Source: an optimization exercise on an open RTL-to-GDS flow (aim: small area, a short achievable clock period and few clock cycles per item). Production flows keep margins and buffers that such runs may drop.
RTL that was checked went through simulation tests only; none was proved equivalent to the original.

Design bellmanFordTop, start of the top module:
module bellmanFordTop (
    input  logic                          clock,
    input  logic                          reset,
    input  logic                          start,
    input  bellmanFordPkg::nodeId_t       source,
    input  bellmanFordPkg::nodeId_t       destination,
    input  bellmanFordPkg::nodeId_t       nodeCount,
    output logic                          graphReadEnable,
    output bellmanFordPkg::graphAddress_t graphAddress,
    input  bellmanFordPkg::graphLine_t    graphData,
    output logic                          outWriteEnable,
    output bellmanFordPkg::graphAddress_t outAddress,
    output bellmanFordPkg::distance_t     outData,
    output logic                          busy,
    output logic                          finish,
    output logic                          negCycle
);
make LEC_CHECK=0 ABC_AREA=1 CAP_MARGIN=20 CORE_MARGIN=2 CORE_UTILIZATION=40 CTS_CLUSTER_DIAMETER=90 CTS_CLUSTER_SIZE=20 SETUP_SLACK_MARGIN=5.0 SLEW_MARGIN=20 TNS_END_PERCENT=100 finish   # period 8.0 ns
run.sh (not shown) runs the stock make flow with config.mk's settings and CLKGATE_MAP_FILE= SYNTH_SCRIPT=/design/flow/synth_recipe.tcl, a recipe that flattens the netlist after the stock synthesis.
Then changed:
--- a/flow/design.v
+++ b/flow/design.v
@@ -29,16 +29,17 @@
     typedef enum logic [2:0] {F_WAIT, F_IDXW, F_IDX, F_ADJW, F_FIRST, F_LINE, F_GAP} fetch_t;
     typedef enum logic [1:0] {R_CONT, R_ADJY, R_IDX} req_t;
     state_t st;
     fetch_t fst;
     logic [4:0] srcR, dstR;
     logic [5:0] passCnt, passLimit;
-    logic [2:0] bT;
+    logic [1:0] bT;
     logic [5:0] procCnt;
     logic       phase2;
-    logic [1:0] quiet, raiseWait;
+    logic [2:0] quiet;
+    logic [1:0] raiseWait;
     localparam logic [5:0] PHASE1_NODES = 6'd60;
     logic [DW-1:0] distT [1:NN];
     logic [4:0]    predT [1:NN];
     logic [NN:1]   dirty;
     logic                 aValid, duRd;
     logic [4:0]           pAddr;
@@ -77,32 +78,33 @@
     assign improve = bValid && (bInit || (bCand < bTD));
     assign negDetect = bValid && !bInit && (bCand < -13'sd960);
     assign fwdB = improve && (bNode == pAddr);
     assign fwdC = cValid && (cNode == pAddr);
     logic signed [DW-1:0] fDist;
     assign fDist    = fwdB ? bCand : fwdC ? cCand : pDist;
-    logic [NN:1] elig, hiM, mR, oh1, oh2;
-    logic [2:0]  bucket [1:NN];
+    logic [NN:1] elig, eligR, hiM, mR, oh1, oh2;
+    logic [3:0]  bTh;
+    assign bTh = {bT == 2'd3, bT >= 2'd2, bT >= 2'd1, 1'b1};
     logic        anyHi, anyD, mWrap, mDirty, selDirty, below1, below2;
     logic [4:0]  n1, n2, selR, sel2R;
     logic        selAny, selPair, selWrap;
     always_comb
     begin
         for (int i = 1; i <= NN; i++)
         begin
-            bucket[i] = distT[i][DW-1] ? 3'd0
-                      : (|distT[i][DW-2:7]) ? 3'd7 : distT[i][6:4];
-            elig[i] = dirty[i] && (phase2 || bucket[i] <= bT);
-            hiM[i] = elig[i] && (6'(i) >= pos);
+            elig[i] = dirty[i] && (distT[i][DW-1]
+                      || ((|distT[i][DW-2:6]) ? bTh[3] : bTh[distT[i][5:4]]));
+            hiM[i] = eligR[i] && (6'(i) >= pos);
         end
         anyHi = |hiM;
         anyD  = |dirty;
     end
     always_ff @(posedge clock)
     begin
-        mR <= anyHi ? hiM : elig;
+        eligR <= elig;
+        mR <= anyHi ? hiM : eligR;
         mWrap <= !anyHi;
         mDirty <= anyD;
     end
     always_comb
     begin
         for (int i = 1; i <= NN; i++)
@@ -141,13 +143,13 @@
     end
     logic [7:0] lFirst;
     assign lFirst = graphData[119:112];
     logic issueIdx, issueCont, issueAdjY, negPass, doneNow, raiseT, canIdx;
     always_comb
     begin
-        canIdx = selAny && (!selWrap || !phase2 || (fst == F_WAIT && quiet == 2'd3));
+        canIdx = selAny && (!selWrap || !phase2 || (fst == F_WAIT && quiet == 3'd5));
         raiseT = 1'b0;
         issueIdx  = 1'b0;
         issueCont = 1'b0;
         issueAdjY = 1'b0;
         doneNow   = 1'b0;
         if (st == S_RUN)
@@ -277,23 +279,23 @@
         begin
             graphReadEnable <= 1'b0;
             outWriteEnable <= 1'b0;
             finish <= 1'b0;
             issueY <= 1'b0;
             switchY <= 1'b0;
-            if (quiet != 2'd3)
-                quiet <= quiet + 2'd1;
+            if (quiet != 3'd5)
+                quiet <= quiet + 3'd1;
             if (fst != F_WAIT || aValid || bValid || cValid)
-                quiet <= 2'd0;
+                quiet <= 3'd0;
             if (raiseWait != 2'd0)
                 raiseWait <= raiseWait - 2'd1;
             if (raiseT)
             begin
-                raiseWait <= 2'd2;
-                if (bT != 3'd7)
-                    bT <= bT + 3'd1;
+                raiseWait <= 2'd3;
+                if (bT != 2'd3)
+                    bT <= bT + 2'd1;
             end
             aValid <= 1'b0;
             duRd <= 1'b0;
             du2Rd <= 1'b0;
             bValid <= aValid;
             bInit <= 1'b0;
@@ -316,13 +318,13 @@
                     fst <= F_WAIT;
                     if (start)
                     begin
                         srcR <= source[4:0];
                         dstR <= destination[4:0];
                         passLimit <= {1'b0, nodeCount[4:0]} + 6'd1;
-                        bT <= 3'd1;
+                        bT <= 2'd1;
                         procCnt <= '0;
                         phase2 <= 1'b0;
                         negCycle <= 1'b0;
                         passCnt <= 6'd1;
                         bValid <= 1'b1;
                         bInit <= 1'b1;
@@ -357,12 +359,13 @@
                             passCnt <= passCnt + 6'd1;
                         if (!phase2)
                             procCnt <= procCnt + 6'd1;
                         if (!phase2 && procCnt == PHASE1_NODES)
                         begin
                             phase2 <= 1'b1;
+                            bT <= 2'd3;
                             passCnt <= 6'd1;
                         end
                     end
                     if (issueY)
                     begin
                         graphReadEnable <= 1'b1;
Effect: Setup slack improved by 0.15 ns. Via count decreases by 9.6%. Cell area falls by 5.7%. Global-route usage shrinks by 2.2 points. Critical path depth came out lower by 17. Worst hold slack improves by 0.0067 ns. Wire length went down by 12%. Non-clock buffer count is lower by 58.
Function was not checked in any run of this note: the RTL went through the layout flow alone.

Another version of the RTL of bellmanFordTop (not shown whole).
For scale: about 4000 cells after synthesis, ~860 flip-flops, roughly 200 I/O pins, about 39000 um2 of cells after synthesis.
Settings: LEC_CHECK=0, ABC_AREA=1, CAP_MARGIN=20, CORE_MARGIN=2, CORE_UTILIZATION=40, SETUP_SLACK_MARGIN=5.0, SLEW_MARGIN=20, TNS_END_PERCENT=100; clock period 8.0 ns.
Testbench counts at the start, summed over its fixed seeds: cycles 19,110, queries 96.
Edit:
--- a/flow/design.v
+++ b/flow/design.v
@@ -198,47 +198,20 @@
         end
     end
     always_ff @(posedge clock)
     begin
         selR <= n1;
         sel2R <= n2;
         selAny <= |mR;
         selPair <= |oh2;
         selWrap <= mWrap;
     end
-    logic [4:0] pAddrNext;
-    logic       startNow;
-    assign startNow = st == S_IDLE && start;
-    always_comb
-    begin
-        pAddrNext = slotNode;
-        if (st == S_RUN && fst == F_IDX)
-            pAddrNext = yNode;
-        if (st == S_RUN && fst == F_ADJW)
-            pAddrNext = selNode;
-        if (doneNow || st == S_PD)
-            pAddrNext = dstR;
-        if (st == S_PN)
-            pAddrNext = pPred;
-    end
-    always_ff @(posedge clock)
-    begin
-        pAddr <= pAddrNext;
-        aW <= slotW;
-        bNode <= startNow ? source[4:0] : pAddr;
-        bCand <= startNow ? '0 : du + {{(DW-8){aW[7]}}, aW};
-        bTD <= fDist;
-        cNode <= bNode;
-        cProc <= procNode;
-        cCand <= bCand;
-        cSupp <= (selPend && bNode == selNode) || (yPend && bNode == yNode);
-    end
     always_ff @(posedge clock)
     begin
         if (reset)
         begin
             st <= S_IDLE;
             busy <= 1'b0;
             fst <= F_WAIT;
             graphReadEnable <= 1'b0;
             outWriteEnable <= 1'b0;
             finish <= 1'b0;
@@ -260,24 +233,33 @@
         else
         begin
             graphReadEnable <= 1'b0;
             outWriteEnable <= 1'b0;
             finish <= 1'b0;
             issueY <= 1'b0;
             switchY <= 1'b0;
             aValid <= 1'b0;
             duRd <= 1'b0;
             du2Rd <= 1'b0;
+            pAddr <= slotNode;
+            aW <= slotW;
             bValid <= aValid;
             bInit <= 1'b0;
+            bNode <= pAddr;
+            bCand <= du + {{(DW-8){aW[7]}}, aW};
+            bTD <= fDist;
             cValid <= improve;
             cInit <= bInit;
+            cNode <= bNode;
+            cProc <= procNode;
+            cCand <= bCand;
+            cSupp <= (selPend && bNode == selNode) || (yPend && bNode == yNode);
             if (duRd)
             begin
                 du <= fDist;
                 selPend <= 1'b0;
             end
             if (du2Rd)
                 du2 <= fDist;
             else if (yPend && cValid && cNode == yNode)
                 du2 <= cCand;
             if (switchY)
@@ -288,20 +270,22 @@
                     fst <= F_WAIT;
                     if (start)
                     begin
                         srcR <= source[4:0];
                         dstR <= destination[4:0];
                         nR <= nodeCount[4:0];
                         negCycle <= 1'b0;
                         passCnt <= 6'd1;
                         bValid <= 1'b1;
                         bInit <= 1'b1;
+                        bNode <= source[4:0];
+                        bCand <= '0;
                         procNode <= source[4:0];
                         selNode <= source[4:0];
                         selPend <= 1'b0;
                         yPend <= 1'b0;
                         yPair <= 1'b0;
                         pos <= {1'b0, source[4:0]} + 6'd1;
                         graphReadEnable <= 1'b1;
                         graphAddress <= bellmanFordPkg::graphAddress_t'(source[4:0]);
                         reqPend <= 1'b0;
                         fst <= F_IDXW;
@@ -342,26 +326,28 @@
                     end
                     case (fst)
                         F_WAIT:
                             if (issueIdx) fst <= F_IDXW;
                         F_IDXW:
                             fst <= F_IDX;
                         F_IDX:
                         begin
                             graphReadEnable <= 1'b1;
                             graphAddress <= graphData[13-1:0];
+                            pAddr <= yNode;
                             du2Rd <= 1'b1;
                             fst <= F_ADJW;
                         end
                         F_ADJW:
                         begin
                             addrY <= graphData[13-1:0];
+                            pAddr <= selNode;
                             duRd <= 1'b1;
                             procNode <= selNode;
                             curIsX <= 1'b1;
                             slot <= 3'd1;
                             fst <= F_FIRST;
                         end
                         F_FIRST:
                         begin
                             aValid <= lFirst != 8'd0;
                             rem <= (lFirst == 8'd0) ? 8'd0 : lFirst - 8'd1;
@@ -441,56 +427,60 @@
                                     fst <= F_IDXW;
                                 else
                                     fst <= F_WAIT;
                             end
                         end
                         default:
                             fst <= F_WAIT;
                     endcase
                     if (doneNow)
                     begin
+                        pAddr <= dstR;
                         st <= S_PD;
                     end
                     if (negDetect || negPass)
                     begin
                         negCycle <= 1'b1;
                         finish <= 1'b1;
                         graphReadEnable <= 1'b0;
                         aValid <= 1'b0;
                         bValid <= 1'b0;
                         cValid <= 1'b0;
                         fst <= F_WAIT;
                         st <= S_FIN;
                     end
                 end
                 S_PD:
                 begin
+                    pAddr <= pAddr;
                     outWriteEnable <= 1'b1;
                     outCnt <= 6'd0;
                     outAddress <= '0;
                     outWord <= (pDist == UNREACHED) ? '1 : pDist;
                     if (pDist != UNREACHED)
                         st <= S_PN;
                     else
                     begin
                         finish <= 1'b1;
                         st <= S_FIN;
                     end
                 end
                 S_PN:
                 begin
                     outWriteEnable <= 1'b1;
                     outCnt <= outCnt + 6'd1;
                     outAddress <= bellmanFordPkg::graphAddress_t'(outCnt + 6'd1);
                     outWord <= DW'(pAddr);
                     if (pAddr == srcR)
                         st <= S_PE;
+                    else
+                        pAddr <= pPred;
                 end
                 S_PE:
                 begin
                     outWriteEnable <= 1'b1;
                     outCnt <= outCnt + 6'd1;
                     outAddress <= bellmanFordPkg::graphAddress_t'(outCnt + 6'd1);
                     outWord <= '1;
                     finish <= 1'b1;
                     st <= S_FIN;
                 end
- The changed run completed with no timing, DRC or antenna violations
- global-route usage is about the same
- synthesized cell count grows slightly
- final cell count grows slightly
- first-iteration DRC count grows by about a fifth
- routed wire length grows slightly
- setup slack degrades by 0.11 ns
- sequential share of layout area grows by 0.67 points
- sequential cell count stays the same
For the second run of this note, only the layout was checked, not whether the RTL still works.

what the ideal ports hide:
Ports are ideal in the flow. The routed layouts listed here were re-timed in OpenROAD. Step 1 sets driving cells, clkbuf_16 on the clock port and buf_2 on the other inputs (assumed; they add their load-dependent delay and slew). Step 2 moves the port delays by t, midway between the first and last clock arrival at a register: inputs arrive t later, outputs are due t later. That takes back most of the time a late clock gives input paths. Slacks: no drivers / after step 1 / after step 2; pairs: no drivers / after step 1.
run	t, ns	setup WS [ns]	hold slack, ns	worst setup path after step 2	clock arrival spread, ns
the first run of note 1	0.764	4.881 / 4.820 / 4.365	0.327 / 0.327 / 0.327	input to register	0.048 / 0.049
the second run of note 1	0.748	5.033 / 4.958 / 4.367	0.333 / 0.333 / 0.333	input to register	0.046 / 0.046
the first run of note 2	0.717	5.037 / 4.965 / 4.370	0.331 / 0.331 / 0.331	input to register	0.054 / 0.054
the second run of note 2	0.730	4.931 / 4.946 / 4.216	0.347 / 0.347 / 0.347	input to register	0.034 / 0.034
After both steps setup and hold are still met in every run listed. The setup slack of the second run of note 2, which loses most, moves by +0.015 ns with the drivers and by -0.715 ns with both steps.
